From an optimization exercise on the open Yosys and OpenROAD flow, aimed at small area; shortcuts taken in it are not production practice.
In this exercise RTL edits were held to simulation tests only and were not proved equivalent to the original.
Power figures rest on the tool's default switching activity, not on a simulated workload.

--- design/flow/config.mk ---
export PLATFORM = sky130hd
export DESIGN_NAME = tnef_record_deframer_core
export DESIGN_NICKNAME = tnef_record_deframer_core
export VERILOG_FILES = /design/flow/design.v
export SDC_FILE = /design/flow/constraint.sdc
export NUM_CORES = 4
export LEC_CHECK = 0
export CAP_MARGIN = 0
export CORE_MARGIN = 2
export CORE_UTILIZATION = 70
export SLEW_MARGIN = 0
--- design/flow/constraint.sdc ---
create_clock -name core_clock -period 5.0 [get_ports {clk}]
set_input_delay 1.0000 -clock core_clock [delete_from_list [all_inputs] [get_ports {clk}]]
set_output_delay 1.0000 -clock core_clock [all_outputs]
set_load 0.01 [all_outputs]
--- design/flow/design.v ---
`default_nettype none
package tnef_pkg;
  localparam logic [31:0] SIGNATURE_WORD = 32'h223E_9F78;
endpackage
`default_nettype wire
`default_nettype none
module tnef_record_deframer_core (
  input  wire logic        clk,
  input  wire logic        rst_n,
  input  wire logic        push,
  output logic             full,
  input  wire logic [7:0]  in_stream_byte,
  input  wire logic        in_restart,
  output logic             empty,
  input  wire logic        pop,
  output logic [1:0]       out_event_kind,
  output logic [31:0]      out_attribute_type,
  output logic [7:0]       out_component,
  output logic [7:0]       out_payload_byte,
  output logic [31:0]      out_record_length,
  output logic             out_last_of_record
);
  localparam logic [2:0] PH_SIG  = 3'd0;
  localparam logic [2:0] PH_KEY  = 3'd1;
  localparam logic [2:0] PH_COMP = 3'd2;
  localparam logic [2:0] PH_TYPE = 3'd3;
  localparam logic [2:0] PH_LEN  = 3'd4;
  localparam logic [2:0] PH_DATA = 3'd5;
  localparam logic [2:0] PH_CSUM = 3'd6;
  localparam logic [2:0] PH_HALT = 3'd7;
  logic [2:0]  phase_r, phase_nxt;
  logic [1:0]  cnt_r, cnt_nxt;
  logic        bad_r, bad_nxt;       
  logic [31:0] left_r;
  logic [15:0] sum_r;
  logic [1:0]  cur_tag_r, wtag;
  logic        cur_used_r;
  logic        take;
  logic [2:0]  eff_phase;
  logic [1:0]  eff_cnt;
  logic [7:0]  b;
  logic [7:0]  sig_byte;
  logic        ev_gen;
  logic [1:0]  ev_kind;
  logic        ev_last;
  assign b         = in_stream_byte;
  assign take      = push & ~full;
  assign eff_phase = in_restart ? PH_SIG : phase_r;
  assign eff_cnt   = in_restart ? 2'd0   : cnt_r;
  always_comb begin
    case (eff_cnt)
      2'd0:    sig_byte = 8'h78;
      2'd1:    sig_byte = 8'h9F;
      2'd2:    sig_byte = 8'h3E;
      default: sig_byte = 8'h22;
    endcase
  end
  always_comb begin
    phase_nxt = eff_phase;
    cnt_nxt   = eff_cnt + 2'd1;
    bad_nxt   = bad_r;
    ev_gen    = 1'b0;
    ev_kind   = 2'd0;
    ev_last   = 1'b0;
    case (eff_phase)
      PH_SIG: begin
        bad_nxt = ((eff_cnt != 2'd0) & bad_r) | (b != sig_byte);
        if (eff_cnt == 2'd3) begin
          if (bad_nxt) begin
            phase_nxt = PH_HALT;
            ev_gen    = 1'b1;
            ev_kind   = 2'd3;
          end else begin
            phase_nxt = PH_KEY;
          end
        end
      end
      PH_KEY: begin
        if (eff_cnt == 2'd1) begin
          cnt_nxt   = 2'd0;
          phase_nxt = PH_COMP;
        end
      end
      PH_COMP: begin
        cnt_nxt   = 2'd0;
        phase_nxt = PH_TYPE;
      end
      PH_TYPE: begin
        if (eff_cnt == 2'd3) phase_nxt = PH_LEN;
      end
      PH_LEN: begin
        if (eff_cnt == 2'd3)
          phase_nxt = ((left_r[31:8] == 24'd0) && (b == 8'd0)) ? PH_COMP : PH_DATA;
      end
      PH_DATA: begin
        cnt_nxt = 2'd0;
        ev_gen  = 1'b1;
        ev_last = (left_r == 32'd1);
        if (ev_last) phase_nxt = PH_CSUM;
      end
      PH_CSUM: begin
        bad_nxt = (b != sum_r[7:0]);
        if (eff_cnt == 2'd1) begin
          ev_gen = 1'b1;
          if (!bad_r && (b == sum_r[15:8])) begin
            phase_nxt = PH_COMP;
            ev_kind   = 2'd1;
          end else begin
            phase_nxt = PH_HALT;
            ev_kind   = 2'd2;
          end
        end
      end
      default: begin
        cnt_nxt = cnt_r;
      end
    endcase
  end
  assign wtag = cur_tag_r + {1'b0, cur_used_r};
  always_ff @(posedge clk) begin
    if (!rst_n) begin
      phase_r    <= PH_SIG;
      cnt_r      <= 2'd0;
      cur_used_r <= 1'b0;
      cur_tag_r  <= 2'd0;
    end else if (take) begin
      phase_r <= phase_nxt;
      cnt_r   <= cnt_nxt;
      if (eff_phase == PH_COMP) begin
        cur_tag_r  <= wtag;
        cur_used_r <= 1'b0;
      end else if (eff_phase == PH_DATA) begin
        cur_used_r <= 1'b1;
      end
    end
  end
  always_ff @(posedge clk) begin
    if (take) begin
      bad_r <= bad_nxt;
      if (eff_phase == PH_DATA) begin
        sum_r <= sum_r + {8'd0, b};
      end else if (eff_phase != PH_CSUM) begin
        sum_r <= 16'd0;
      end
      if (eff_phase == PH_DATA) begin
        left_r <= left_r - 32'd1;
      end else if (eff_phase == PH_LEN) begin
        left_r <= {b, left_r[31:8]};
      end
    end
  end
  logic [71:0] hdr_r [4];
  logic        hdr_byte;
  assign hdr_byte = (eff_phase == PH_COMP) || (eff_phase == PH_TYPE) || (eff_phase == PH_LEN);
  always_ff @(posedge clk) begin
    for (int s = 0; s < 4; s++) begin
      if (take && hdr_byte && (((eff_phase == PH_COMP) ? wtag : cur_tag_r) == 2'(s)))
        hdr_r[s] <= {b, hdr_r[s][71:8]};
    end
  end
  logic        wr_en, rd_en;
  logic [1:0]  wr_ptr_r, rd_ptr_r;
  logic [2:0]  count_r;
  logic        edata_r [4];    
  logic        elast_r [4];
  logic [7:0]  epay_r  [4];
  logic        eadv_r  [4];    
  logic [1:0]  head_tag_r;     
  logic [1:0]  head_tag;
  assign wr_en = take & ev_gen;
  assign rd_en = pop & ~empty;
  assign full  = count_r[2];
  assign empty = (count_r == 3'd0);
  always_ff @(posedge clk) begin
    if (wr_en) begin
      edata_r[wr_ptr_r] <= (eff_phase == PH_DATA);
      elast_r[wr_ptr_r] <= ev_last;
      epay_r[wr_ptr_r]  <= (eff_phase == PH_DATA) ? b : {6'd0, ev_kind};
      eadv_r[wr_ptr_r]  <= (eff_phase == PH_DATA) & ~cur_used_r;
    end
  end
  always_ff @(posedge clk) begin
    if (!rst_n) begin
      wr_ptr_r   <= 2'd0;
      rd_ptr_r   <= 2'd0;
      head_tag_r <= 2'd3;
      count_r  <= 3'd0;
    end else begin
      if (wr_en) wr_ptr_r <= wr_ptr_r + 2'd1;
      if (rd_en) begin
        rd_ptr_r   <= rd_ptr_r + 2'd1;
        head_tag_r <= head_tag;
      end
      if (wr_en && !rd_en) count_r <= count_r + 3'd1;
      else if (rd_en && !wr_en) count_r <= count_r - 3'd1;
    end
  end
  logic [3:0] hsel;
  logic       head_data;
  logic [7:0] head_pay;
  assign head_tag  = head_tag_r + {1'b0, eadv_r[rd_ptr_r]};
  assign head_data = edata_r[rd_ptr_r];
  assign head_pay  = epay_r[rd_ptr_r];
  assign out_event_kind     = head_data ? 2'd0 : head_pay[1:0];
  assign out_last_of_record = elast_r[rd_ptr_r];
  assign out_payload_byte   = {head_pay[7:2], head_pay[1:0] & {2{head_data}}};
  always_comb begin
    for (int s = 0; s < 4; s++)
      hsel[s] = (head_tag == 2'(s)) && (out_event_kind != 2'd3);
    out_component      = '0;
    out_attribute_type = '0;
    out_record_length  = '0;
    for (int s = 0; s < 4; s++) begin
      out_component      = out_component      | ({8{hsel[s]}}  & hdr_r[s][7:0]);
      out_attribute_type = out_attribute_type | ({32{hsel[s]}} & hdr_r[s][39:8]);
      out_record_length  = out_record_length  | ({32{hsel[s]}} & hdr_r[s][71:40]);
    end
  end
endmodule
`default_nettype wire
--- design/flow/flow/run.sh ---
#!/bin/bash
# 1. the standard synthesis, unchanged.
# 2. Its combinational logic re-mapped by ABC with an area-oriented script; the
#    registers (cells, instance names) are left exactly as the standard synthesis made them.
# 3. the standard layout of that netlist, with the smallest buffer cell on the
#    ports and a clock tree without dummy balancing loads.
set -euo pipefail
HERE=$(pwd)
RES=$HERE/orfs/results/$FLOW_PLATFORM/tnef_record_deframer_core/base
LIB=$FLOW_HOME/platforms/$FLOW_PLATFORM/lib/sky130_fd_sc_hd__tt_025C_1v80.lib
YOSYS=${YOSYS_EXE:-$(command -v yosys || echo "$FLOW_HOME/../tools/install/yosys/bin/yosys")}
KNOBS=(
  BUFFER_PORTS_ARGS="-buffer_cell sky130_fd_sc_hd__buf_1"
  CTS_ARGS="-sink_clustering_enable -repair_clock_nets -dont_use_dummy_load -sink_clustering_size 20 -sink_clustering_max_diameter 50 -buf_list sky130_fd_sc_hd__clkbuf_8"
)

bash standard.sh "${KNOBS[@]}" synth > standard_synth.log 2>&1
cp "$RES/1_2_yosys.v" "$HERE/1_2_yosys_standard.v"

sed -e "s#@LIB@#$LIB#g" -e "s#@IN@#$HERE/1_2_yosys_standard.v#" -e "s#@OUT@#$HERE/1_2_yosys_remap.v#" \
    -e "s#@TOP@#$FLOW_TOP#g" -e "s#@ABC@#$HERE/flow/abc_area.script#" flow/remap.ys > "$HERE/remap_run.ys"
"$YOSYS" -l "$HERE/remap.log" -q "$HERE/remap_run.ys" > /dev/null 2>&1

cp "$HERE/1_2_yosys_remap.v" "$RES/1_2_yosys.v"
rm -f "$RES/1_synth.odb" "$RES/1_synth.sdc"
bash standard.sh "${KNOBS[@]}" finish > standard_flow.log 2>&1
--- design/flow/flow/abc_area.script ---
&get -n
&st
&dch
&nf -R 1000
&put
--- design/flow/flow/remap.ys ---
# Re-map the combinational logic of the standard synthesis netlist for area.
# The registers stay as they are: same cells, same instance names, same nets.
read_liberty -ignore_miss_func @LIB@
setattr -mod -set keep_hierarchy 1 sky130_fd_sc_hd__edfxtp_1 sky130_fd_sc_hd__dfxtp_1
read_verilog @IN@
hierarchy -top @TOP@
flatten
hierarchy -top @TOP@
blackbox sky130_fd_sc_hd__edfxtp_1 sky130_fd_sc_hd__dfxtp_1
rename -hide w:*.*
opt_clean -purge
abc -script @ABC@ -liberty @LIB@ -dont_use sky130_fd_sc_hd__lpflow_bleeder_1 -dont_use sky130_fd_sc_hd__lpflow_clkbufkapwr_1 -dont_use sky130_fd_sc_hd__lpflow_clkbufkapwr_16 -dont_use sky130_fd_sc_hd__lpflow_clkbufkapwr_2 -dont_use sky130_fd_sc_hd__lpflow_clkbufkapwr_4 -dont_use sky130_fd_sc_hd__lpflow_clkbufkapwr_8 -dont_use sky130_fd_sc_hd__lpflow_clkinvkapwr_1 -dont_use sky130_fd_sc_hd__lpflow_clkinvkapwr_16 -dont_use sky130_fd_sc_hd__lpflow_clkinvkapwr_2 -dont_use sky130_fd_sc_hd__lpflow_clkinvkapwr_4 -dont_use sky130_fd_sc_hd__lpflow_clkinvkapwr_8 -dont_use sky130_fd_sc_hd__lpflow_decapkapwr_12 -dont_use sky130_fd_sc_hd__lpflow_decapkapwr_3 -dont_use sky130_fd_sc_hd__lpflow_decapkapwr_4 -dont_use sky130_fd_sc_hd__lpflow_decapkapwr_6 -dont_use sky130_fd_sc_hd__lpflow_decapkapwr_8 -dont_use sky130_fd_sc_hd__lpflow_inputiso0n_1 -dont_use sky130_fd_sc_hd__lpflow_inputiso0p_1 -dont_use sky130_fd_sc_hd__lpflow_inputiso1n_1 -dont_use sky130_fd_sc_hd__lpflow_inputiso1p_1 -dont_use sky130_fd_sc_hd__lpflow_inputisolatch_1 -dont_use sky130_fd_sc_hd__lpflow_isobufsrc_1 -dont_use sky130_fd_sc_hd__lpflow_isobufsrc_16 -dont_use sky130_fd_sc_hd__lpflow_isobufsrc_2 -dont_use sky130_fd_sc_hd__lpflow_isobufsrc_4 -dont_use sky130_fd_sc_hd__lpflow_isobufsrc_8 -dont_use sky130_fd_sc_hd__lpflow_isobufsrckapwr_16 -dont_use sky130_fd_sc_hd__lpflow_lsbuf_lh_hl_isowell_tap_1 -dont_use sky130_fd_sc_hd__lpflow_lsbuf_lh_hl_isowell_tap_2 -dont_use sky130_fd_sc_hd__lpflow_lsbuf_lh_hl_isowell_tap_4 -dont_use sky130_fd_sc_hd__lpflow_lsbuf_lh_isowell_4 -dont_use sky130_fd_sc_hd__lpflow_lsbuf_lh_isowell_tap_1 -dont_use sky130_fd_sc_hd__lpflow_lsbuf_lh_isowell_tap_2 -dont_use sky130_fd_sc_hd__lpflow_lsbuf_lh_isowell_tap_4 -dont_use sky130_fd_sc_hd__probe_p_8 -dont_use sky130_fd_sc_hd__probec_p_8 
read_liberty -lib -overwrite @LIB@
splitnets
opt_clean -purge
hilomap -singleton -hicell sky130_fd_sc_hd__conb_1 HI -locell sky130_fd_sc_hd__conb_1 LO
insbuf -buf sky130_fd_sc_hd__buf_4 A X
stat -liberty @LIB@
check -assert
write_verilog -noattr -nohex -nodec @OUT@
--- design/flow/standard.sh ---
#!/bin/bash
# synth_recipe.tcl (not shown) runs the flow's synth.tcl, then flattens the netlist and writes it again
# the make line also repeats each setting of config.mk as NAME=value (left out here)
make -C /OpenROAD-flow-scripts/flow DESIGN_CONFIG=/design/flow/config.mk WORK_HOME=/design/flow/orfs CLKGATE_MAP_FILE= SYNTH_SCRIPT=/design/flow/synth_recipe.tcl "${@:-finish}"
==> impl_metrics.json, run 1 <==
{
  "outcome": "timing/DRC/antenna clean",
  "worstSkewPairLatency_ps": 560,
  "path_depth": 8,
  "io_buffers": 97,
  "rsz0062_at_grt": "false",
  "clock_path_buffers": 3,
  "yosysWarningCount": 2,
  "p_per_area_nw_per_um2": 366.8,
  "vias": 9345,
  "critical_path_buf_inv_count": 2,
  "worstReg2RegStart": "sum_r[1]",
  "grt_max_degree": 73,
  "fp.dieW_um": 152.8,
  "path_clk_slew_ps": 110,
  "die_h_um": 152.8,
  "slowest_delay_ps": 670,
  "pre_cts_slack_ps": 580.2,
  "post-route-drc-count": 0,
  "worstPathCellList": "mux4_2 > xor2_1 > nand2_1 > nor2_4 > buf_4 > a222oi_1 > nand2_1 > buf_1",
  "ant_nets": 0,
  "initialDrtViolationCount": 1175,
  "cp-endpoint": "out_record_length[15]",
  "period_share_pct": 91.14,
  "hold_viol": 0,
  "cts_hold_buf": 0,
  "maxSlewViolCount": 0,
  "cts_buffers": 36,
  "worst_pin_slew_ps": 875.3,
  "crit_fanout": 72,
  "cp_top_family": "buffers and inverters",
  "hpwl_mm": 17.80,
  "drive_above_1_share_pct": 6.997,
  "worst_ep_required_time_ps": 4000,
  "worst_ir_drop_vdd_uv": 276.2,
  "nNetsFinal": 1187,
  "endpoint_kind": "primary output",
  "r2r_cells": 16,
  "synth_fp_nets": 1026,
  "utilization_pct": 78.26,
  "syn2layout_area_growth_pct": 9.920,
  "cts_setup_buffers": 0,
  "finalSetupTns_ps": 0,
  "start_util_pct": 71.19,
  "worstHoldPathCells": 0,
  "r2r_slack_ps": 1250,
  "r2r_end": "sum_r[15]",
  "routed_wl_mm": 30.09,
  "p_leak_nw": 5.516,
  "io_pins": 98,
  "period_minus_slack_ps": 4557,
  "coreArea_sq_um": 21760,
  "setup_violations": 0,
  "cpMostUsedCell": "nand2_1",
  "drt-wirelength-per-cell_um": 20.72,
  "gr-usage-all-layers_pct": 25.82,
  "antenna_found_initial": 0,
  "drv_cap": 0,
  "post_synth.cell_area_avg_sq_um": 15.29,
  "viasPerCell": 6.436,
  "netlist_area_sq_um": 15490,
  "syn_inst": 1013,
  "cts_resized": 0,
  "grt_pass1_vias": 9269,
  "grt-ovfl-total": 0,
  "fmax_mhz": 219.4,
  "startpoint_type": "register",
  "worst-setup-path-type": "register to primary output",
  "finalWorstSetupSlack_ps": 442.9,
  "firstDrtPassIters": 7,
  "rows": 54,
  "whs_ps": 420.0,
  "cts_tree": "done",
  "critical-path-slowest-cell": "buf_4",
  "grt_pass1_wl_mm": 47.64,
  "n_antenna_cell": 0,
  "fin_skew_ps": 62.94,
  "relSlewSlack_pct": 41.64,
  "clkSinkCount": 400,
  "globalplace.congestion": 0.8671,
  "root_buffer": "clkbuf_8",
  "cts-htree-levels": 2,
  "min_path_type": "register to register",
  "worstPathArrival_ps": 3560,
  "die-area_sq_um": 23330
}
[power by group]
group / leakage (nW) / switching (W) / internal, W
logic: 1.63 / 0.000610 / 0.000328
registers: 3.63 / 0.0000366 / 0.00368
clock network: 0.259 / 0.000947 / 0.000645
[routing by layer]
layer,global-route usage (%),wire (um),part of all wire (%),up-vias
met4,9.303,906,3.0,0
met1,35.57,12140,40,4514
li1,-,-,-,4347
met3,3.811,2169,7.2,64
met2,43.05,14880,49,420
met5,0,0,0,-
[layout make-up]
cell class	count	area, sq um
inverter	3	11.26
tap	280	350.3
fill	1260	4731
multi-input combinational	610	3712
timing repair buffer	123	634.4
sequential	400	11820
clock buffer	36	495.5
[per-stage QoR]
step | cells | cell area [sq um] | total power [W]
after floorplan | 1013 | 15500 | 0.004341
after global placement | 1416 | 16530 | 0.004695
after detailed placement | 1416 | 16530 | 0.004722
after CTS | 1452 | 17030 | 0.006268
after global routing | 1452 | 17030 | 0.006471
final | 1452 | 17030 | 0.006244
[flip-flops by register name, indices dropped and copies added, names as in the netlist, named ones only]
register,count
edata_r,4
left_r,32
cnt_r,2
wr_ptr_r,2
hdr_r,288
cur_tag_r,2
rd_ptr_r,2
phase_r,3
count_r,3
sum_r,16
eadv_r,4
head_tag_r,2
elast_r,4
bad_r,1
epay_r,32
cur_used_r,1
[placed cells by master, fill, tap and decap left out, types with 3 or more instances in the layout]
| master | count |
|---|---|
| or4_1 | 4 |
| nor3_1 | 18 |
| nand3_1 | 10 |
| nor3b_1 | 3 |
| o211ai_1 | 3 |
| a31oi_1 | 14 |
| a222oi_1 | 72 |
| buf_4 | 20 |
| nor2b_1 | 9 |
| o21a_1 | 5 |
| and3_1 | 15 |
| edfxtp_1 | 381 |
| or2_0 | 5 |
| nor2_4 | 6 |
| xnor2_1 | 22 |
| buf_12 | 6 |
| mux4_2 | 11 |
| o31ai_1 | 3 |
| nor4_1 | 9 |
| a21oi_1 | 34 |
| xor2_1 | 17 |
| and2_0 | 7 |
| nor2_1 | 55 |
| or3_1 | 7 |
| buf_1 | 97 |
| o41ai_1 | 3 |
| dfxtp_1 | 19 |
| nand2b_1 | 8 |
| clkbuf_8 | 36 |
| clkinv_1 | 3 |
| o21ai_0 | 47 |
| nand2_1 | 198 |
[worst min-delay path by stage]
stage                 start            to  slack, ps
2_1_floorplan   hdr_r[0][8]   hdr_r[0][0]        430
3_3_place_gp   hdr_r[0][37]  hdr_r[0][29]        430
3_5_place_dp   hdr_r[0][67]  hdr_r[0][59]        430
4_1_cts        hdr_r[0][18]  hdr_r[0][10]        420
5_1_grt        hdr_r[3][19]  hdr_r[3][11]        420
6_report       hdr_r[0][18]  hdr_r[0][10]        420
==> run 2, diff against run 1 <==
--- a/design/flow/design.v
+++ b/design/flow/design.v
@@ -159,7 +159,7 @@
     end
   end
   logic        wr_en, rd_en;
-  logic [1:0]  wr_ptr_r, rd_ptr_r;
+  logic [1:0]  wr_ptr, rd_ptr_r;
   logic [2:0]  count_r;
   logic        edata_r [4];    
   logic        elast_r [4];
@@ -168,25 +168,24 @@
   logic [1:0]  head_tag_r;     
   logic [1:0]  head_tag;
   assign wr_en = take & ev_gen;
+  assign wr_ptr = rd_ptr_r + count_r[1:0];
   assign rd_en = pop & ~empty;
   assign full  = count_r[2];
   assign empty = (count_r == 3'd0);
   always_ff @(posedge clk) begin
     if (wr_en) begin
-      edata_r[wr_ptr_r] <= (eff_phase == PH_DATA);
-      elast_r[wr_ptr_r] <= ev_last;
-      epay_r[wr_ptr_r]  <= (eff_phase == PH_DATA) ? b : {6'd0, ev_kind};
-      eadv_r[wr_ptr_r]  <= (eff_phase == PH_DATA) & ~cur_used_r;
+      edata_r[wr_ptr] <= (eff_phase == PH_DATA);
+      elast_r[wr_ptr] <= ev_last;
+      epay_r[wr_ptr]  <= (eff_phase == PH_DATA) ? b : {6'd0, ev_kind};
+      eadv_r[wr_ptr]  <= (eff_phase == PH_DATA) & ~cur_used_r;
     end
   end
   always_ff @(posedge clk) begin
     if (!rst_n) begin
-      wr_ptr_r   <= 2'd0;
       rd_ptr_r   <= 2'd0;
       head_tag_r <= 2'd3;
       count_r  <= 3'd0;
     end else begin
-      if (wr_en) wr_ptr_r <= wr_ptr_r + 2'd1;
       if (rd_en) begin
         rd_ptr_r   <= rd_ptr_r + 2'd1;
         head_tag_r <= head_tag;
==> design/flow/flow/abc_area.script (replaced) <==
&get -n
&st
&deepsyn -T 60
&dch -f
&nf -R 1000
&put
==> run 2 against run 1 <==
Sequential cell count fell by 2; clock skew fell by 16 ps; clock-buffer cell count fell by 6; non-clock buffer count rose by 3; via count fell by 1.2%; setup slack got worse by 50 ps; die area fell by 1.4%; synthesized cell count rose by 1.1%; critical path depth rose by 10; sequential power fell by 2%; still clean on timing, DRC and antenna; register-to-register slack got worse by 860 ps; power fell by 15%.
==> impl_metrics.json, run 2 <==
{
  "cp_top_family": "simple AND/OR/NAND/NOR gates",
  "worst_ir_drop_vdd_uv": 228.7,
  "largest_registers": "hdr_r x288, epay_r x32, left_r x32",
  "period_minus_slack_ps": 4607,
  "finalSetupTns_ps": 0,
  "coreArea_sq_um": 21620,
  "relSlewSlack_pct": 27.25,
  "root_buffer": "clkbuf_8",
  "layout_common_cells": "edfxtp_1, nand2_1, buf_1",
  "drive_above_1_share_pct": 6.186,
  "fmax_mhz": 217.1,
  "die_h_um": 151.7,
  "final_common_cell": "edfxtp_1",
  "grt-ovfl-total": 0,
  "pwr-share-comb_pct": 3.5,
  "worst-setup-path-type": "register to register",
  "clkSinkCount": 398,
  "post-route-drc-count": 0,
  "cts_tree": "done",
  "p_leak_nw": 5.493,
  "die-area_sq_um": 23010,
  "clockPowerShare_pct": 27.3,
  "pre_cts_slack_ps": 57.79,
  "hold_viol": 0,
  "worst_pin_slew_ps": 1085,
  "worstReg2RegStart": "left_r[2]",
  "start_util_pct": 70.63,
  "rsz0062_at_grt": "false",
  "path_depth": 18,
  "outcome": "timing/DRC/antenna clean",
  "grt_pass1_wl_mm": 44.59,
  "yosysWarningCount": 2,
  "worstHoldStart": "hdr_r[3][67]",
  "final_cell_area_sq_um": 16760,
  "synth_fp_nets": 1037,
  "placed_area_sq_um": 16290,
  "syn_inst": 1024,
  "crit_fanout": 5,
  "critical-path-slowest-cell": "edfxtp_1",
  "n_antenna_cell": 0,
  "path_clk_slew_ps": 110,
  "p_per_area_nw_per_um2": 314.9,
  "period_share_pct": 92.14,
  "clock_path_buffers": 3,
  "routed_wl_mm": 29.16,
  "io_pins": 98,
  "nNetsFinal": 1195,
  "cts-htree-levels": 1,
  "finalNonFillerCells": 1460,
  "viasPerCell": 6.325,
  "slowest_delay_ps": 490,
  "regMostFlops": "hdr_r",
  "endpoint_kind": "register",
  "min_path_type": "register to register",
  "critical_path_buf_inv_count": 0,
  "fp.dieW_um": 151.7,
  "maxSlewViolCount": 0,
  "worstPathCellList": "nor4_4 > nand2b_1 > or3_1 > nor2_2 > nand2_1 > nor2_2 > nand2_1 > or2_0 > or3_4 > nor2_2 > nand2_1 > or3_1 > or2_0 > nor2_2 > nand2_1 > o31a_1 > o21ai_0 > o21ai_0",
  "globalplace.congestion": 0.8750,
  "initialDrtViolationCount": 1000,
  "firstDrtPassIters": 9,
  "rows": 54,
  "grt_pass1_vias": 8792,
  "p_seq_share_pct": 69.2,
  "io_buffers": 97,
  "grt_max_degree": 73,
  "worstSkewPairLatency_ps": 600,
  "finalPower_w": 0.005279,
  "cts_buffers": 30,
  "r2r_cells": 18,
  "r2r_slack_ps": 390,
  "post_synth.cell_area_avg_sq_um": 14.91,
  "nFillCells": 1304,
  "startpoint_type": "register",
  "drv_cap": 0,
  "r2r_end": "left_r[30]",
  "largest_reg_flops": 288,
  "cp-endpoint": "left_r[30]",
  "swShare_pct": 19.85,
  "hpwl_mm": 17.26,
  "ant_nets": 0,
  "cp-startpoint": "left_r[2]",
  "setup_violations": 0,
  "netlist_area_sq_um": 15270,
  "gr-usage-all-layers_pct": 24.99,
  "cts_hold_buf": 0,
  "vias": 9234,
  "p_int_w": 0.004231,
  "finalWorstSetupSlack_ps": 392.8,
  "fin_skew_ps": 46.93,
  "worstPathArrival_ps": 4910,
  "post-place-cells": 1427,
  "syn2layout_area_growth_pct": 9.784,
  "drt-wirelength-per-cell_um": 19.97,
  "antenna_found_initial": 0,
  "worst_ep_required_time_ps": 5300,
  "power.net_switching_w": 0.001048
}
run 2: how the worst min path moves through the flow:
stage / cells after the start / slack, ps / end
after floorplan: 0 / 430 / hdr_r[0][14]
after global placement: 0 / 430 / hdr_r[0][4]
after detailed placement: 0 / 430 / hdr_r[3][5]
after CTS: 0 / 430 / hdr_r[3][32]
after global routing: 0 / 430 / hdr_r[1][47]
final: 0 / 430 / hdr_r[3][59]
run 2: cell type report:
cell class                      count  area [sq um]  share of cell area (%)
Tap cell                          280         350.3                   2.090
Clock buffer                       30         412.9                   2.463
Timing Repair Buffer              126         648.1                   3.866
Multi-Input combinational cell    609          3507                   20.92
Inverter                           17         63.81                  0.3807
Sequential cell                   398         11780                   70.28
run 2: worst reg2reg max path: cells and delay by family (launching register included):
family	cells	cell delay, ps
and+or+nand+nor	15	3350
AOI/OAI and AO/OA	3	470
DFF	1	490
run 2: routing by layer:
metal / wire [um] / vias to the layer above / GRT usage, %
met5: 0 / - / 0
met4: 565 / 0 / 6.852
met3: 2163 / 40 / 2.725
met2: 14310 / 385 / 41.94
met1: 12120 / 4470 / 35.62
li1: - / 4339 / -
run 2: timing repair:
action                     CTS  global route
pin swaps                    0             0
gates resized for setup      1             7
buffers inserted             0             3
setup endpoints to repair    1            17
cloned                       0             0
run 2: power groups by stage:
stage               combinational [W]  sequential [W]  clock, W
floorplan                    0.000109         0.00372         0
global placement             0.000180         0.00373         0
detailed placement           0.000183         0.00373         0
CTS                          0.000184         0.00365   0.00146
global route                 0.000204         0.00366   0.00156
finish                       0.000184         0.00365   0.00144
run 2: per-stage QoR:
stage,util [%],hold slack [ps]
2_1_floorplan,-,425.2
3_3_place_gp,75.36,426.9
5_1_grt,77.53,433.2
4_1_cts,77.30,429.3
6_report,77.53,427.2
3_5_place_dp,75.36,431.8
==> run 3, diff against run 2 <==
--- a/design/flow/flow/run.sh
+++ b/design/flow/flow/run.sh
@@ -11,7 +11,7 @@
 YOSYS=${YOSYS_EXE:-$(command -v yosys || echo "$FLOW_HOME/../tools/install/yosys/bin/yosys")}
 KNOBS=(
   BUFFER_PORTS_ARGS="-buffer_cell sky130_fd_sc_hd__buf_1"
-  CTS_ARGS="-sink_clustering_enable -repair_clock_nets -dont_use_dummy_load -sink_clustering_size 20 -sink_clustering_max_diameter 50 -buf_list sky130_fd_sc_hd__clkbuf_8"
+  CTS_ARGS="-sink_clustering_enable -repair_clock_nets -dont_use_dummy_load -sink_clustering_size 35 -sink_clustering_max_diameter 70 -buf_list sky130_fd_sc_hd__clkbuf_16"
 )
 
 bash standard.sh "${KNOBS[@]}" synth > standard_synth.log 2>&1
==> run 3 against run 2 <==
Largest cell class unchanged; critical path depth is 9 lower; clock-buffer cell count is 14 lower; utilization is 0.14 points lower; die area stayed put; non-clock buffer count is 1 lower; area after synthesis stayed put; synthesized cell count stayed put; power is 0.17% higher; clock power hardly changed; via count hardly changed; largest power group unchanged.
==> impl_metrics.json, run 3 <==
{
  "syn2layout_area_growth_pct": 9.579,
  "ant_nets": 0,
  "worst_ep_required_time_ps": 4000,
  "relSlewSlack_pct": 27.34,
  "clkSinkCount": 398,
  "nFillCells": 1291,
  "cts_tree": "done",
  "worstSkewPairLatency_ps": 520,
  "setup_violations": 0,
  "antenna_found_initial": 0,
  "crit_fanout": 72,
  "cts-htree-levels": 1,
  "period_minus_slack_ps": 4659,
  "io_buffers": 97,
  "gr-usage-all-layers_pct": 25.02,
  "coreArea_sq_um": 21620,
  "cts_buffers": 16,
  "fp.dieW_um": 151.7,
  "hpwl_mm": 17.26,
  "maxSlewViolCount": 0,
  "post-route-drc-count": 0,
  "finalPower_w": 0.005288,
  "p_per_area_nw_per_um2": 316.0,
  "hold_viol": 0,
  "synth_fp_nets": 1037,
  "die-area_sq_um": 23010,
  "drive_above_1_share_pct": 4.807,
  "die_h_um": 151.7,
  "io_pins": 98,
  "path_clk_slew_ps": 110,
  "worst-setup-path-type": "register to primary output",
  "drv_cap": 0,
  "p_seq_share_pct": 69.1,
  "final_common_cell": "edfxtp_1",
  "netlist_area_sq_um": 15270,
  "startpoint_type": "register",
  "fin_skew_ps": 57.84,
  "p_int_w": 0.004278,
  "outcome": "timing/DRC/antenna clean",
  "clockPowerShare_pct": 27.4,
  "largest_registers": "hdr_r x288, epay_r x32, left_r x32",
  "fmax_mhz": 214.6,
  "endpoint_kind": "primary output",
  "n_antenna_cell": 0,
  "nNetsFinal": 1180,
  "power.net_switching_w": 0.001010,
  "grt-ovfl-total": 0,
  "largest_reg_flops": 288,
  "yosysWarningCount": 2,
  "seq_area_sq_um": 11780,
  "grt_pass1_wl_mm": 44.54,
  "multiInputGateArea_sq_um": 3500,
  "min_path_type": "register to register",
  "swShare_pct": 19.09,
  "pre_cts_slack_ps": 57.79,
  "rsz0062_at_grt": "false",
  "post_synth.cell_area_avg_sq_um": 14.91,
  "finalWorstSetupSlack_ps": 341.1,
  "layout_common_cells": "edfxtp_1, nand2_1, buf_1",
  "globalplace.congestion": 0.8750,
  "period_share_pct": 93.18,
  "cts_hold_buf": 0,
  "grt_pass1_vias": 8737,
  "start_util_pct": 70.63,
  "worst_pin_slew_ps": 1083,
  "finalSetupTns_ps": 0,
  "vias": 9231,
  "clock_path_buffers": 3,
  "p_leak_nw": 5.467,
  "regMostFlops": "hdr_r",
  "drt-wirelength-per-cell_um": 20.11,
  "routed_wl_mm": 29.07,
  "viasPerCell": 6.388,
  "pwr-share-comb_pct": 3.5,
  "syn_inst": 1024,
  "initialDrtViolationCount": 1061,
  "rows": 54,
  "grt_max_degree": 73,
  "worstPathArrival_ps": 3660,
  "firstDrtPassIters": 6,
  "worst_ir_drop_vdd_uv": 309.7,
  "root_buffer": "clkbuf_16"
}
[run 3: final timing paths]
check               start                    to  slack [ps]  cells after the start
min reg2reg  hdr_r[2][70]          hdr_r[2][62]         420                      0
max              register  out_record_length[7]         340                      9
min          hdr_r[2][70]          hdr_r[2][62]         420                      0
max reg2reg     left_r[2]            left_r[30]         410                     18
[run 3: worst max-delay path, stage by stage, from the launching register on]
cell and delay [ps]:
dfxtp_1 450, nor2_1 190, a222oi_1 340, a21boi_0 450, or3_1 240, and3_2 180, buf_4 680, a222oi_1 260
nand2_1 180, buf_1 160
[run 3: final cells by class]
cell class / instances / share of cell area, %
inverter: 17 / 0.3814
multi-input combinational: 609 / 20.92
tap: 280 / 2.094
clock buffer: 16 / 2.393
sequential: 398 / 70.41
timing repair buffer: 125 / 3.806
[run 3: power groups by stage]
stage                     Clock (W)  Combinational (W)  Sequential [W]
final                       0.00145           0.000184         0.00365
after global routing        0.00158           0.000204         0.00366
after CTS                   0.00148           0.000184         0.00365
after detailed placement          0           0.000183         0.00373
after global placement            0           0.000180         0.00373
after floorplan                   0           0.000109         0.00372
[run 3: repair_timing]
action	CTS	global route
setup endpoints to repair	0	4
setup buffers	0	2
gates resized for setup	0	5
[run 3: per-layer routing]
layer	global-route usage, %	up-vias	routed length (um)
met5	0	-	0
li1	-	4313	-
met2	42.14	355	14410
met4	6.852	0	507
met3	2.305	31	1896
met1	35.84	4532	12250
[run 3: metrics by stage]
stage	hold slack, ps	utilization [%]	instances	instance area (sq um)
6_report	424.8	77.39	1445	16730
5_1_grt	441.5	77.39	1445	16730
4_1_cts	426.4	77.22	1443	16690
3_5_place_dp	431.8	75.36	1427	16290
3_3_place_gp	426.9	75.36	1427	16290
2_1_floorplan	425.2	-	1024	15290
==> run 4, diff against run 3 <==
--- a/design/flow/flow/run.sh
+++ b/design/flow/flow/run.sh
@@ -11,7 +11,7 @@
 YOSYS=${YOSYS_EXE:-$(command -v yosys || echo "$FLOW_HOME/../tools/install/yosys/bin/yosys")}
 KNOBS=(
   BUFFER_PORTS_ARGS="-buffer_cell sky130_fd_sc_hd__buf_1"
-  CTS_ARGS="-sink_clustering_enable -repair_clock_nets -dont_use_dummy_load -sink_clustering_size 35 -sink_clustering_max_diameter 70 -buf_list sky130_fd_sc_hd__clkbuf_16"
+  CTS_ARGS="-sink_clustering_enable -repair_clock_nets -dont_use_dummy_load -sink_clustering_size 12 -sink_clustering_max_diameter 35 -buf_list sky130_fd_sc_hd__clkbuf_4"
 )
 
 bash standard.sh "${KNOBS[@]}" synth > standard_synth.log 2>&1
--- a/design/flow/config.mk
+++ b/design/flow/config.mk
@@ -7,5 +7,5 @@
 export LEC_CHECK = 0
 export CAP_MARGIN = 0
 export CORE_MARGIN = 2
-export CORE_UTILIZATION = 70
+export CORE_UTILIZATION = 78
 export SLEW_MARGIN = 0
==> run 4 against run 3 <==
Sequential cell count unchanged; die area decreased by 10%; synthesized cell count is the same; clock-buffer cell count is 30 higher; setup slack got worse by 21 ps; combinational power grew 2%; hold slack got worse by 24 ps; clock skew rose by 12 ps; routed wire length rose by 4.1%; sequential share of layout area up 0.26 points; global-route usage rose by 4.4 points; largest power group unchanged.
==> impl_metrics.json, run 4 <==
{
  "fp.dieW_um": 143.9,
  "worstReg2RegStart": "left_r[2]",
  "maxSlewViolCount": 0,
  "regMostFlops": "hdr_r",
  "vias": 9588,
  "worstPathArrival_ps": 3680,
  "worstHoldStart": "hdr_r[1][36]",
  "endpoint_kind": "primary output",
  "slowest_delay_ps": 440,
  "worst_ir_drop_vdd_uv": 207.0,
  "p_int_w": 0.004122,
  "fmax_mhz": 213.7,
  "worstSkewPairLatency_ps": 660,
  "worst-setup-path-type": "register to primary output",
  "routed_wl_mm": 30.26,
  "outcome": "timing/DRC/antenna clean",
  "grt-ovfl-total": 0,
  "fin_skew_ps": 70.24,
  "die_h_um": 143.9,
  "swShare_pct": 20.28,
  "viasPerCell": 6.567,
  "firstDrtPassIters": 8,
  "critical-path-slowest-cell": "a222oi_1",
  "p_per_area_nw_per_um2": 310.2,
  "drt-wirelength-per-cell_um": 20.73,
  "finalNonFillerCells": 1460,
  "cts_hold_buf": 0,
  "final_cell_area_sq_um": 16670,
  "drive_above_1_share_pct": 7.286,
  "antenna_found_initial": 1,
  "finalPower_w": 0.005170,
  "yosysWarningCount": 2,
  "top_layer": "met4",
  "layout_common_cells": "edfxtp_1, nand2_1, buf_1",
  "p_seq_share_pct": 70.7,
  "cts_tree": "done",
  "clock_path_buffers": 3,
  "post_synth.cell_area_avg_sq_um": 14.91,
  "post-place-cells": 1413,
  "root_buffer": "clkbuf_4",
  "path_clk_slew_ps": 110,
  "finalSetupTns_ps": 0,
  "hold_viol": 0,
  "relSlewSlack_pct": 26.45,
  "io_buffers": 97,
  "period_minus_slack_ps": 4680,
  "setup_violations": 0,
  "worst_ep_required_time_ps": 4000,
  "syn_inst": 1024,
  "post-route-drc-count": 0,
  "nFillCells": 928,
  "pwr-share-comb_pct": 3.6,
  "rows": 51,
  "grt_pass1_vias": 9570,
  "worst_pin_slew_ps": 1096,
  "worstPathCellList": "and2_0 > a222oi_1 > nand2_1 > or3_1 > and3_4 > buf_4 > a222oi_1 > nand2_1 > buf_1",
  "min_path_type": "register to register",
  "io_pins": 98,
  "globalplace.congestion": 0.9699,
  "cts-htree-levels": 2,
  "die-area_sq_um": 20710,
  "gr-usage-all-layers_pct": 29.42,
  "coreArea_sq_um": 19330,
  "route.met2.wl_mm": 15.23,
  "dr_wl_met3_mm": 2.734,
  "startpoint_type": "register",
  "syn2layout_area_growth_pct": 9.169,
  "nNetsFinal": 1209,
  "start_util_pct": 78.97,
  "whs_ps": 401.0,
  "final_common_cell": "edfxtp_1",
  "largest_reg_flops": 288,
  "grt_pass1_wl_mm": 46.66,
  "ant_nets": 0,
  "hpwl_mm": 18.16,
  "drv_cap": 0,
  "rsz0062_at_grt": "false",
  "netlist_area_sq_um": 15270,
  "power.net_switching_w": 0.001049,
  "clockPowerShare_pct": 25.7,
  "largest_registers": "hdr_r x288, epay_r x32, left_r x32",
  "clkSinkCount": 398,
  "cts_buffers": 46,
  "placed_area_sq_um": 16280,
  "drt-met1-wl_mm": 11.47,
  "grt_max_degree": 73,
  "initialDrtViolationCount": 1144,
  "period_share_pct": 93.60,
  "p_leak_nw": 5.478,
  "crit_fanout": 36,
  "synth_fp_nets": 1037
}
-- run 4: metrics by stage --
step           utilization [%]  setup WS [ps]
2_1_floorplan                -          418.0
3_3_place_gp             84.22          349.9
3_5_place_dp             84.22          166.9
4_1_cts                  86.00          92.01
5_1_grt                  86.22          22.17
6_report                 86.22          319.9
-- run 4: final cells by class --
type                       count  area (sq um)  share of cell area [%]
sequential                   398         11780                   70.67
antenna                        1         2.502                 0.01501
multi-input combinational    609          3516                   21.09
clock buffer                  46         345.3                   2.072
timing repair buffer         124         629.4                   3.775
tap                          265         331.6                   1.989
inverter                      17         63.81                  0.3828
-- run 4: worst max-delay path, delay by kind of cell (launching register included) --
family	cells	cell delay, ps
and+or+nand+nor	5	1360
AOI/OAI and AO/OA	2	860
buffers and inverters	2	430
DFF	1	380
-- run 4: power groups by stage --
stage	Clock [W]	Sequential [W]	Combinational (W)
after floorplan	0	0.00372	0.000109
after global placement	0	0.00373	0.000178
after detailed placement	0	0.00373	0.000185
after CTS	0.00135	0.00365	0.000186
after global routing	0.00146	0.00366	0.000207
final	0.00133	0.00366	0.000188
-- run 4: repair_timing --
action	CTS	global route
setup endpoints to repair	0	27
buffers inserted	0	0
endpoints found under the hold margin	0	0
resized for setup	0	9
-- run 4: metal layers --
| layer | track usage [%] | up-vias |
|---|---|---|
| met1 | 38.26 | 4598 |
| met5 | 0 | - |
| li1 | - | 4383 |
| met4 | 11.09 | 0 |
| met3 | 5.531 | 67 |
| met2 | 50.25 | 540 |
-- run 4: path summary, 6_finish.rpt --
path	end	slack, ps	depth (start not counted)
worst max-delay path	out_attribute_type[4]	320	9
worst min-delay path	hdr_r[1][28]	400	0
worst max register to register	left_r[30]	380	18
worst min register to register	hdr_r[1][28]	400	0
==> run 5, diff against run 4 <==
--- a/design/flow/design.v
+++ b/design/flow/design.v
@@ -142,19 +142,27 @@
       end else if (eff_phase != PH_CSUM) begin
         sum_r <= 16'd0;
       end
-      if (eff_phase == PH_DATA) begin
-        left_r <= left_r - 32'd1;
-      end else if (eff_phase == PH_LEN) begin
-        left_r <= {b, left_r[31:8]};
-      end
+    end
+  end
+  logic [31:0] left_shift;
+  logic [31:0] low_zero;
+  assign left_shift = {b, left_r[31:8]};
+  always_comb begin
+    low_zero[0] = 1'b1;
+    for (int i = 1; i < 32; i++) low_zero[i] = low_zero[i-1] & ~left_r[i-1];
+  end
+  always_ff @(posedge clk) begin
+    for (int i = 0; i < 32; i++) begin
+      if (take && ((eff_phase != PH_DATA) || low_zero[i]))
+        left_r[i] <= (eff_phase == PH_DATA) ? ~left_r[i] : left_shift[i];
     end
   end
   logic [71:0] hdr_r [4];
   logic        hdr_byte;
-  assign hdr_byte = (eff_phase == PH_COMP) || (eff_phase == PH_TYPE) || (eff_phase == PH_LEN);
+  assign hdr_byte = (eff_phase != PH_DATA) && (eff_phase != PH_CSUM) && (eff_phase != PH_HALT);
   always_ff @(posedge clk) begin
     for (int s = 0; s < 4; s++) begin
-      if (take && hdr_byte && (((eff_phase == PH_COMP) ? wtag : cur_tag_r) == 2'(s)))
+      if (take && hdr_byte && (wtag == 2'(s)))
         hdr_r[s] <= {b, hdr_r[s][71:8]};
     end
   end
==> run 5 against run 4 <==
Non-clock buffer count rose by 2; first-iteration DRC count grew 24%; register-to-register slack gained 1200 ps; via count decreased by 0.67%; hold slack improved by 14 ps; die area is 1.0% lower; clock power hardly changed; largest cell class unchanged; area after synthesis is 1.0% lower; sequential cell count did not move.
==> impl_metrics.json, run 5 <==
{
  "r2r_cells": 15,
  "worst-setup-path-type": "register to primary output",
  "grt-ovfl-total": 0,
  "root_buffer": "clkbuf_4",
  "viasPerCell": 6.688,
  "endpoint_kind": "primary output",
  "vias": 9524,
  "gr-usage-all-layers_pct": 30.41,
  "startpoint_type": "register",
  "worstReg2RegStart": "sum_r[1]",
  "drv_cap": 0,
  "final_common_cell": "edfxtp_1",
  "grt_max_degree": 109,
  "r2r_end": "sum_r[15]",
  "antenna_found_initial": 1,
  "placed_area_sq_um": 16160,
  "io_buffers": 97,
  "largest_registers": "hdr_r x288, epay_r x32, left_r x32",
  "fin_skew_ps": 71.37,
  "yosysWarningCount": 2,
  "period_share_pct": 97.39,
  "netlist_area_sq_um": 15110,
  "synth_fp_nets": 1002,
  "drive_above_1_share_pct": 8.169,
  "crit_fanout": 33,
  "firstDrtPassIters": 9,
  "worst_pin_slew_ps": 1038,
  "period_minus_slack_ps": 4869,
  "final_cell_area_sq_um": 16540,
  "worst_ir_drop_vdd_uv": 282.9,
  "hold-path-endpoint": "hdr_r[3][37]",
  "relSlewSlack_pct": 30.80,
  "worstPathArrival_ps": 3870,
  "layout_common_cells": "edfxtp_1, nand2_1, buf_1",
  "cts_setup_buffers": 0,
  "post-route-drc-count": 0,
  "worstSkewPairLatency_ps": 680,
  "ant_nets": 0,
  "clkSinkCount": 398,
  "maxSlewViolCount": 0,
  "hold_viol": 0,
  "coreArea_sq_um": 18830,
  "worstHoldPathCells": 0,
  "post_synth.cell_area_avg_sq_um": 15.28,
  "clock_path_buffers": 3,
  "start_util_pct": 80.26,
  "drt-wirelength-per-cell_um": 21.82,
  "syn2layout_area_growth_pct": 9.430,
  "grt_pass1_wl_mm": 47.58,
  "path_clk_slew_ps": 120,
  "worstHoldStart": "hdr_r[3][45]",
  "globalplace.congestion": 0.9086,
  "largest_reg_flops": 288,
  "cts_tree": "done",
  "io_pins": 98,
  "die-area_sq_um": 20500,
  "routed_wl_mm": 31.08,
  "cts_buffers": 44,
  "regMostFlops": "hdr_r",
  "min_path_type": "register to register",
  "hpwl_mm": 18.30,
  "cts-htree-levels": 2,
  "initialDrtViolationCount": 1423,
  "grt_pass1_vias": 9620,
  "setup_violations": 0,
  "rows": 50,
  "nNetsFinal": 1178,
  "cts_hold_buf": 0,
  "fp.dieW_um": 143.2,
  "finalSetupTns_ps": 0,
  "worst_ep_required_time_ps": 4000,
  "die_h_um": 143.2,
  "p_per_area_nw_per_um2": 376.2,
  "syn_inst": 989,
  "outcome": "timing/DRC/antenna clean",
  "fmax_mhz": 205.4,
  "p_leak_nw": 5.573,
  "r2r_slack_ps": 1530
}
run 5: cell types whose count changed in the layout (fill, tap and decap cells not counted), moves of 7 or more:
cell | before | now
a31oi_1 | 13 | 4
o21ai_0 | 43 | 20
a21boi_0 | 1 | 19
nand2_1 | 196 | 186
nor2_1 | 82 | 68
xnor2_1 | 16 | 7
o21a_1 | 0 | 7
a21oi_1 | 29 | 57
run 5: worst max-delay path by stage:
stage	startpoint	endpoint	slack [ps]	depth (start not counted)
final	register	out_attribute_type[23]	130	10
after global routing	register	out_attribute_type[28]	-1	9
after CTS	register	out_attribute_type[23]	50	10
after detailed placement	register	out_record_length[2]	320	10
after global placement	register	out_record_length[18]	530	10
after floorplan	in_restart	hdr_r[2][0]	-3140	8
run 5: power breakdown:
| group | switching (W) | internal [W] | total, W |
|---|---|---|---|
| clock network | 0.000912 | 0.000406 | 0.00132 |
| registers | 0.0000827 | 0.00377 | 0.00385 |
| logic | 0.000703 | 0.000349 | 0.00105 |
| total | 0.00170 | 0.00452 | 0.00622 |
run 5: final cells by class:
| class | count | area, sq um |
|---|---|---|
| clock buffer | 44 | 330.3 |
| fill | 829 | 2292 |
| multi-input combinational | 582 | 3417 |
| timing repair buffer | 126 | 631.9 |
| inverter | 13 | 50.05 |
| sequential | 398 | 11780 |
| tap | 260 | 325.3 |
| antenna | 1 | 2.502 |
run 5: worst max-delay path, cell delays in order, from the launching register on:
cell	delay, ps
dfxtp_1	400
nor2_2	460
a222oi_1	120
a21boi_0	210
or3_1	450
nand2_1	300
nor2_4	150
buf_4	310
a222oi_1	510
nand2_1	140
buf_1	160
run 5: layer usage:
layer | vias up | wire (um) | track usage [%]
met3 | 63 | 3374 | 5.366
met5 | - | 0 | 0
li1 | 4318 | - | -
met2 | 627 | 15730 | 50.21
met4 | 0 | 766 | 13.86
met1 | 4516 | 11200 | 40.38
run 5: through the flow:
stage,worst slack [ps],hold slack (ps),power (W),utilization [%],cells
2_1_floorplan,-3136,425.2,0.004514,-,989
3_3_place_gp,527.4,426.0,0.004895,85.79,1375
3_5_place_dp,322.7,431.2,0.004935,85.79,1375
4_1_cts,48.10,416.1,0.006195,87.62,1420
5_1_grt,-1.239,431.0,0.006455,87.83,1424
6_report,130.7,415.2,0.006222,87.83,1424
run 5: repair_timing:
action,in CTS,in global routing
pin swaps,1,2
setup endpoints to repair,61,58
gates resized for setup,3,3
cloned,1,3
==> run 6, diff against run 5 <==
--- a/design/flow/flow/run.sh
+++ b/design/flow/flow/run.sh
@@ -11,7 +11,7 @@
 YOSYS=${YOSYS_EXE:-$(command -v yosys || echo "$FLOW_HOME/../tools/install/yosys/bin/yosys")}
 KNOBS=(
   BUFFER_PORTS_ARGS="-buffer_cell sky130_fd_sc_hd__buf_1"
-  CTS_ARGS="-sink_clustering_enable -repair_clock_nets -dont_use_dummy_load -sink_clustering_size 12 -sink_clustering_max_diameter 35 -buf_list sky130_fd_sc_hd__clkbuf_4"
+  CTS_ARGS="-sink_clustering_enable -repair_clock_nets -dont_use_dummy_load -sink_clustering_size 20 -sink_clustering_max_diameter 50 -buf_list sky130_fd_sc_hd__clkbuf_8"
 )
 
 bash standard.sh "${KNOBS[@]}" synth > standard_synth.log 2>&1
==> run 6 against run 5 <==
Largest cell class unchanged; die area stayed put; global-route usage fell by 0.16 points; register-to-register slack better by 20 ps; setup slack better by 86 ps; synthesized cell count unchanged; sequential cell count is the same; clock skew shrank 4.0 ps; power increased by 1.9%; utilization rose by 0.45 points.
==> impl_metrics.json, run 6 <==
{
  "outcome": "timing/DRC/antenna clean",
  "drt-wirelength-per-cell_um": 21.73,
  "cts_setup_buffers": 0,
  "ant_nets": 0,
  "cts_hold_buf": 0,
  "p_leak_nw": 5.590,
  "largest_reg_flops": 288,
  "die_h_um": 143.2,
  "layout_common_cells": "edfxtp_1, nand2_1, buf_1",
  "initialDrtViolationCount": 1260,
  "maxSlewViolCount": 0,
  "post-place-cells": 1375,
  "relSlewSlack_pct": 30.53,
  "yosysWarningCount": 2,
  "path_clk_slew_ps": 110,
  "fmax_mhz": 209.0,
  "io_buffers": 97,
  "r2r_slack_ps": 1550,
  "regMostFlops": "hdr_r",
  "nNetsFinal": 1163,
  "largest_registers": "hdr_r x288, epay_r x32, left_r x32",
  "critical-path-slowest-cell": "nor2_4",
  "routed_wl_mm": 30.59,
  "worst_pin_slew_ps": 1042,
  "finalWorstSetupSlack_ps": 216.3,
  "cts_tree": "done",
  "nFillCells": 797,
  "cts_buffers": 31,
  "period_minus_slack_ps": 4784,
  "period_share_pct": 95.67,
  "drv_cap": 0,
  "start_util_pct": 80.26,
  "crit_fanout": 23,
  "cts-htree-levels": 1,
  "post-route-drc-count": 0,
  "drive_above_1_share_pct": 6.969,
  "worstPathArrival_ps": 3780,
  "globalplace.congestion": 0.9086,
  "worstReg2RegStart": "sum_r[1]",
  "vias": 9460,
  "n_antenna_cell": 0,
  "syn2layout_area_growth_pct": 9.992,
  "worst_ep_required_time_ps": 4000,
  "die-area_sq_um": 20500,
  "setup_violations": 0,
  "endpoint_kind": "primary output",
  "firstDrtPassIters": 6,
  "fin_skew_ps": 67.32,
  "cpMostUsedCell": "a222oi_1",
  "p_per_area_nw_per_um2": 381.4,
  "grt_max_degree": 109,
  "hold_viol": 0,
  "clock_path_buffers": 3,
  "worst_ir_drop_vdd_uv": 292.0,
  "io_pins": 98,
  "worst-setup-path-type": "register to primary output",
  "antenna_found_initial": 0,
  "rows": 50,
  "hpwl_mm": 18.30,
  "pre_cts_slack_ps": 322.7,
  "grt-ovfl-total": 0,
  "grt_pass1_wl_mm": 47.58,
  "worstSkewPairLatency_ps": 600,
  "final_common_cell": "edfxtp_1",
  "post_synth.cell_area_avg_sq_um": 15.28,
  "r2r_end": "sum_r[15]",
  "startpoint_type": "register",
  "fp.dieW_um": 143.2,
  "whs_ps": 418.1,
  "slowest_delay_ps": 630,
  "coreArea_sq_um": 18830,
  "netlist_area_sq_um": 15110,
  "r2r_cells": 15,
  "grt_pass1_vias": 9464,
  "viasPerCell": 6.719,
  "worstPathCellList": "nor2b_4 > a222oi_1 > a21boi_0 > or3_1 > nand2b_1 > nor2_4 > buf_4 > a222oi_1 > nand2_1 > buf_1",
  "finalNonFillerCells": 1408,
  "synth_fp_nets": 1002,
  "root_buffer": "clkbuf_8",
  "gr-usage-all-layers_pct": 30.25,
  "clkSinkCount": 398,
  "min_path_type": "register to register",
  "cp-endpoint": "out_record_length[10]",
  "syn_inst": 989
}
run 6: worst max-delay path, delay by kind of cell (launching register included):
kind / cells / cell delay [ps]
and+or+nand+nor: 5 / 1340
AOI/OAI and AO/OA: 3 / 840
buffers and inverters: 2 / 530
DFF: 1 / 470
run 6: worst min-delay path by stage:
stage | from | end | slack, ps | depth (start not counted)
global placement | hdr_r[1][28] | hdr_r[1][20] | 430 | 0
finish | hdr_r[1][62] | hdr_r[1][54] | 420 | 0
CTS | hdr_r[1][69] | hdr_r[1][61] | 410 | 0
detailed placement | hdr_r[1][17] | hdr_r[1][9] | 430 | 0
global route | hdr_r[1][69] | hdr_r[1][61] | 420 | 0
floorplan | hdr_r[0][23] | hdr_r[0][15] | 430 | 0
run 6: metrics by stage:
stage / instance area, sq um / total power, W / TNS [ps] / utilization [%]
2_1_floorplan: 15160 / 0.004514 / -423400 / -
3_3_place_gp: 16160 / 0.004895 / 0 / 85.79
3_5_place_dp: 16160 / 0.004935 / 0 / 85.79
4_1_cts: 16590 / 0.006334 / 0 / 88.11
5_1_grt: 16620 / 0.006567 / -48.68 / 88.28
6_report: 16620 / 0.006340 / 0 / 88.28
run 6: final cells by class:
type / instances / area, sq um / area share, %
Sequential cell: 398 / 11780 / 70.87
Inverter: 13 / 50.05 / 0.3011
Timing Repair Buffer: 126 / 635.6 / 3.824
Multi-Input combinational cell: 580 / 3405 / 20.48
Tap cell: 260 / 325.3 / 1.957
Clock buffer: 31 / 426.7 / 2.567
run 6: per-layer routing:
metal / wire length [um] / share of wire (%) / vias to the layer above / global-route usage [%]
met3: 3039 / 9.9 / 85 / 4.829
met2: 15370 / 50 / 592 / 50.39
met5: 0 / 0 / - / 0
met4: 1014 / 3.3 / 0 / 12.71
met1: 11170 / 37 / 4525 / 40.62
li1: - / - / 4258 / -
run 6: repair_timing:
item | in CTS | in global routing
setup endpoints to repair | 38 | 65
pin swaps | 1 | 2
gates resized for setup | 1 | 7
cloned | 1 | 1
run 6: report_power, final:
| group | leakage [nW] | switching [W] | total (W) | internal (W) |
|---|---|---|---|---|
| registers | 3.70 | 0.0000831 | 0.00385 | 0.00377 |
| clock network | 0.223 | 0.000891 | 0.00144 | 0.000551 |
| logic | 1.67 | 0.000697 | 0.00105 | 0.000348 |
==> run 7, diff against run 6 <==
--- a/design/flow/config.mk
+++ b/design/flow/config.mk
@@ -7,5 +7,5 @@
 export LEC_CHECK = 0
 export CAP_MARGIN = 0
 export CORE_MARGIN = 2
-export CORE_UTILIZATION = 78
+export CORE_UTILIZATION = 70
 export SLEW_MARGIN = 0
==> run 7 against run 6 <==
Non-clock buffer count decreased by 2; largest power group unchanged; register-to-register slack improved by 40 ps; synthesized cell count is the same; maximum frequency up 2.6%; sequential cell count is the same; critical path type unchanged; power increased by 1.2%; clock power is 8% higher; via count is 2.2% lower; sequential power is essentially flat; still clean; critical endpoint is now out_attribute_type[31]; first-iteration DRC count decreased by 16%.
==> impl_metrics.json, run 7 <==
{
  "outcome": "timing/DRC/antenna clean",
  "nNetsFinal": 1163,
  "clkSinkCount": 398,
  "p_per_area_nw_per_um2": 385.3,
  "netlist_area_sq_um": 15110,
  "pre_cts_slack_ps": 777.2,
  "layout_common_cells": "edfxtp_1, nand2_1, buf_1",
  "root_buffer": "clkbuf_8",
  "endpoint_kind": "primary output",
  "post_synth.cell_area_avg_sq_um": 15.28,
  "routed_wl_mm": 30.21,
  "cts_buffers": 34,
  "finalPower_w": 0.006419,
  "regMostFlops": "hdr_r",
  "finalSetupTns_ps": 0,
  "hold_viol": 0,
  "antenna_found_initial": 0,
  "gr-usage-all-layers_pct": 26.72,
  "firstDrtPassIters": 10,
  "fin_skew_ps": 65.98,
  "p_leak_nw": 5.604,
  "r2r_cells": 15,
  "viasPerCell": 6.502,
  "final_cell_area_sq_um": 16660,
  "clock_path_buffers": 3,
  "r2r_end": "sum_r[15]",
  "io_buffers": 97,
  "grt_pass1_wl_mm": 46.73,
  "synth_fp_nets": 1002,
  "min_path_type": "register to register",
  "largest_reg_flops": 288,
  "period_share_pct": 93.20,
  "worst-setup-path-type": "register to primary output",
  "worst_pin_slew_ps": 1016,
  "die_h_um": 150.9,
  "r2r_slack_ps": 1590,
  "start_util_pct": 71.67,
  "grt-ovfl-total": 0,
  "syn_inst": 989,
  "fmax_mhz": 214.6,
  "worstReg2RegStart": "sum_r[1]",
  "grt_max_degree": 109,
  "vias": 9252,
  "placed_area_sq_um": 16180,
  "ant_nets": 0,
  "rsz0062_at_grt": "false",
  "worstPathArrival_ps": 3660,
  "cts_resized": 0,
  "path_clk_slew_ps": 100,
  "final_common_cell": "edfxtp_1",
  "crit_fanout": 35,
  "cts_setup_buffers": 0,
  "worst_ir_drop_vdd_uv": 249.3,
  "cp-endpoint": "out_attribute_type[31]",
  "worst_ep_required_time_ps": 4000,
  "finalNonFillerCells": 1423,
  "cts_tree": "done",
  "post-route-drc-count": 0,
  "worstSkewPairLatency_ps": 550,
  "die-area_sq_um": 22780,
  "initialDrtViolationCount": 1064,
  "globalplace.congestion": 0.9177,
  "coreArea_sq_um": 21090,
  "syn2layout_area_growth_pct": 10.22,
  "finalWorstSetupSlack_ps": 339.8,
  "startpoint_type": "register",
  "hpwl_mm": 18.29,
  "period_minus_slack_ps": 4660,
  "largest_registers": "hdr_r x288, epay_r x32, left_r x32",
  "fp.dieW_um": 150.9,
  "relSlewSlack_pct": 32.27,
  "rows": 53,
  "cts-htree-levels": 2,
  "n_antenna_cell": 0,
  "yosysWarningCount": 2,
  "setup_violations": 0,
  "drt-wirelength-per-cell_um": 21.23,
  "post-place-cells": 1388,
  "io_pins": 98,
  "grt_pass1_vias": 9244,
  "nFillCells": 1181,
  "maxSlewViolCount": 0,
  "drv_cap": 0,
  "worstHoldStart": "hdr_r[0][69]",
  "drive_above_1_share_pct": 6.707
}
-- run 7: cell count changes in the layout (fill, tap and decap cells not counted), sizes merged --
cell | before | now
nor2b | 9 | 8
clkbuf | 31 | 34
buf | 126 | 124
-- run 7: metal layers --
layer / vias to the layer above / GRT usage (%) / share of wire, %
met5: - / 0 / 0
met4: 0 / 8.178 / 2.5
met3: 67 / 4.157 / 7.5
met2: 428 / 45.75 / 50
met1: 4498 / 36.06 / 40
li1: 4259 / - / -
-- run 7: timing repair --
action | CTS | global route
hold buffers | 0 | 0
hold endpoints to repair | 0 | 0
endpoints found under the setup margin | 0 | 6
-- run 7: how the worst min path moves through the flow --
stage                     slack (ps)      endpoint  depth (start not counted)
after detailed placement         430  hdr_r[2][47]                          0
final                            420  hdr_r[0][61]                          0
after global placement           430  hdr_r[3][33]                          0
after global routing             410  hdr_r[0][61]                          0
after floorplan                  430  hdr_r[0][15]                          0
after CTS                        410  hdr_r[0][61]                          0
-- run 7: layout make-up --
type	count	area (sq um)	share of cell area, %
inverter	13	50.05	0.3004
tap	275	344.1	2.065
clock buffer	34	467.9	2.809
sequential	398	11780	70.72
timing repair buffer	124	641.9	3.853
multi-input combinational	579	3373	20.25
-- run 7: power by group --
part / internal (W) / switching (W) / total (W)
Combinational: 0.000343 / 0.000673 / 0.00102
Clock: 0.000612 / 0.000941 / 0.00155
Sequential: 0.00377 / 0.0000793 / 0.00385
Total: 0.00473 / 0.00169 / 0.00642
-- run 7: through the flow --
stage          hold slack, ps  util [%]
6_report                418.5     79.00
5_1_grt                 413.4     79.00
4_1_cts                 414.5     78.97
3_5_place_dp            432.7     76.75
3_3_place_gp            426.4     76.75
2_1_floorplan           425.2         -
-- run 7: worst max-delay path: stages, from the launching register on --
cell and delay, ps:
dfxtp_1 370, nor2b_1 370, buf_4 230, a222oi_1 110
a21boi_0 190, or3_1 420, and3_2 450, buf_12 280
a222oi_1 380, nand2_1 140, buf_1 150
==> run 8, diff against run 7 <==
--- a/design/flow/flow/run.sh
+++ b/design/flow/flow/run.sh
@@ -11,7 +11,7 @@
 YOSYS=${YOSYS_EXE:-$(command -v yosys || echo "$FLOW_HOME/../tools/install/yosys/bin/yosys")}
 KNOBS=(
   BUFFER_PORTS_ARGS="-buffer_cell sky130_fd_sc_hd__buf_1"
-  CTS_ARGS="-sink_clustering_enable -repair_clock_nets -dont_use_dummy_load -sink_clustering_size 20 -sink_clustering_max_diameter 50 -buf_list sky130_fd_sc_hd__clkbuf_8"
+  CTS_ARGS="-sink_clustering_enable -repair_clock_nets -dont_use_dummy_load -sink_clustering_size 10 -sink_clustering_max_diameter 30 -buf_list sky130_fd_sc_hd__clkbuf_4"
 )
 
 bash standard.sh "${KNOBS[@]}" synth > standard_synth.log 2>&1
--- a/design/flow/config.mk
+++ b/design/flow/config.mk
@@ -7,5 +7,5 @@
 export LEC_CHECK = 0
 export CAP_MARGIN = 0
 export CORE_MARGIN = 2
-export CORE_UTILIZATION = 70
+export CORE_UTILIZATION = 78
 export SLEW_MARGIN = 0
==> run 8 against run 7 <==
Via count rose by 4.2%; sequential cell count is the same; largest cell class unchanged; die area is 10% lower; global-route usage is 4.1 points higher; clock-buffer cell count rose by 19; sequential power about the same; utilization is 9.2 points higher; power is 1.4% lower; setup slack lost 150 ps; design area is 0.30% lower; combinational power about the same.
==> impl_metrics.json, run 8 <==
{
  "regMostFlops": "hdr_r",
  "yosysWarningCount": 2,
  "worstSkewPairLatency_ps": 700,
  "cts_buffers": 53,
  "io_pins": 98,
  "fp.dieW_um": 143.2,
  "finalSetupTns_ps": 0,
  "antenna_found_initial": 1,
  "syn_inst": 989,
  "clkSinkCount": 398,
  "crit_fanout": 33,
  "drive_above_1_share_pct": 8.959,
  "grt-ovfl-total": 0,
  "hpwl_mm": 18.30,
  "die-area_sq_um": 20500,
  "maxSlewViolCount": 0,
  "setup_violations": 0,
  "cts_hold_buf": 0,
  "worst_pin_slew_ps": 1042,
  "vias": 9639,
  "startpoint_type": "register",
  "post_synth.cell_area_avg_sq_um": 15.28,
  "rows": 50,
  "cts_setup_buffers": 0,
  "period_share_pct": 96.28,
  "final_common_cell": "edfxtp_1",
  "start_util_pct": 80.26,
  "worstReg2RegStart": "sum_r[1]",
  "initialDrtViolationCount": 1408,
  "grt_pass1_vias": 9578,
  "viasPerCell": 6.726,
  "whs_ps": 415.3,
  "layout_common_cells": "edfxtp_1, nand2_1, buf_1",
  "fin_skew_ps": 83.21,
  "worst_ir_drop_vdd_uv": 268.7,
  "syn2layout_area_growth_pct": 9.893,
  "r2r_slack_ps": 1480,
  "path_clk_slew_ps": 110,
  "drv_cap": 0,
  "synth_fp_nets": 1002,
  "worst-setup-path-type": "register to primary output",
  "r2r_cells": 15,
  "multiInputGateArea_sq_um": 3420,
  "hold-path-endpoint": "hdr_r[1][16]",
  "r2r_end": "sum_r[15]",
  "seq_area_sq_um": 11780,
  "worst_ep_required_time_ps": 4000,
  "worstHoldStart": "hdr_r[1][24]",
  "routed_wl_mm": 31.38,
  "grt_pass1_wl_mm": 48.06,
  "endpoint_kind": "primary output",
  "relSlewSlack_pct": 30.50,
  "cts-htree-levels": 2,
  "min_path_type": "register to register",
  "worstHoldPathCells": 0,
  "firstDrtPassIters": 8,
  "coreArea_sq_um": 18830,
  "worstPathArrival_ps": 3810,
  "p_per_area_nw_per_um2": 381.1,
  "cts_tree": "done",
  "p_leak_nw": 5.614,
  "drt-wirelength-per-cell_um": 21.90,
  "root_buffer": "clkbuf_4",
  "gr-usage-all-layers_pct": 30.81,
  "io_buffers": 97,
  "nFillCells": 823,
  "ant_nets": 0,
  "grt_max_degree": 109,
  "die_h_um": 143.2,
  "clock_path_buffers": 3,
  "period_minus_slack_ps": 4814,
  "largest_reg_flops": 288,
  "hold_viol": 0,
  "outcome": "timing/DRC/antenna clean",
  "largest_registers": "hdr_r x288, epay_r x32, left_r x32",
  "fmax_mhz": 207.7,
  "netlist_area_sq_um": 15110,
  "nNetsFinal": 1187,
  "globalplace.congestion": 0.9086,
  "post-route-drc-count": 0
}
==> run 8: metal layers <==
metal	track usage, %	up-vias	wire length [um]
met2	50.09	683	15420
met3	6.405	97	3617
met5	0	-	0
li1	-	4327	-
met4	13.71	0	1014
met1	41.15	4532	11330
==> run 8: worst max-delay path by stage <==
| stage | startpoint | endpoint | slack, ps | depth (start not counted) |
|---|---|---|---|---|
| floorplan | in_restart | hdr_r[2][0] | -3140 | 8 |
| global placement | register | out_record_length[18] | 530 | 10 |
| detailed placement | register | out_record_length[2] | 320 | 10 |
| CTS | register | out_attribute_type[23] | 40 | 10 |
| global route | register | out_record_length[7] | -40 | 10 |
| finish | register | out_attribute_type[23] | 190 | 10 |
==> run 8: power breakdown <==
| part | leakage, nW | total [W] | internal, W | switching [W] |
|---|---|---|---|---|
| clock network | 0.244 | 0.00142 | 0.000486 | 0.000936 |
| registers | 3.70 | 0.00385 | 0.00377 | 0.0000843 |
| logic | 1.67 | 0.00105 | 0.000350 | 0.000705 |
| total | 5.61 | 0.00633 | 0.00460 | 0.00172 |
==> run 8: cell type report <==
| type | count | area share [%] |
|---|---|---|
| Inverter | 13 | 0.3013 |
| Antenna cell | 1 | 0.01507 |
| Clock buffer | 53 | 2.396 |
| Multi-Input combinational cell | 582 | 20.59 |
| Tap cell | 260 | 1.959 |
| Sequential cell | 398 | 70.94 |
| Timing Repair Buffer | 126 | 3.804 |
==> run 8: repair_timing <==
item | CTS | global route
gates cloned | 1 | 3
endpoints found under the hold margin | 0 | 0
gates resized for setup | 2 | 5
pin swaps | 1 | 2
setup endpoints to repair | 51 | 60
==> run 8: through the flow <==
step | instance area [sq um] | power [W] | worst slack [ps] | utilization [%] | cells
finish | 16610 | 0.006329 | 186.0 | 88.20 | 1433
global route | 16610 | 0.006574 | -35.25 | 88.20 | 1433
CTS | 16560 | 0.006307 | 42.14 | 87.97 | 1429
detailed placement | 16160 | 0.004935 | 322.7 | 85.79 | 1375
global placement | 16160 | 0.004895 | 527.4 | 85.79 | 1375
floorplan | 15160 | 0.004514 | -3136 | - | 989
==> run 8: critical path: stages, from the launching register on <==
cell,delay (ps)
dfxtp_1,450
nor2b_4,360
a222oi_1,160
a21boi_0,210
or3_1,460
nand2_1,300
nor2_4,140
buf_4,300
a222oi_1,470
nand2_1,140
buf_1,150

Setup slack of run 8, layout unchanged: 0.186 ns with ideal ports, 0.145 ns with driving cells assumed (clock clkbuf_16, inputs buf_2), 0.779 ns with port delays also shifted by the 0.703 ns mid clock arrival.
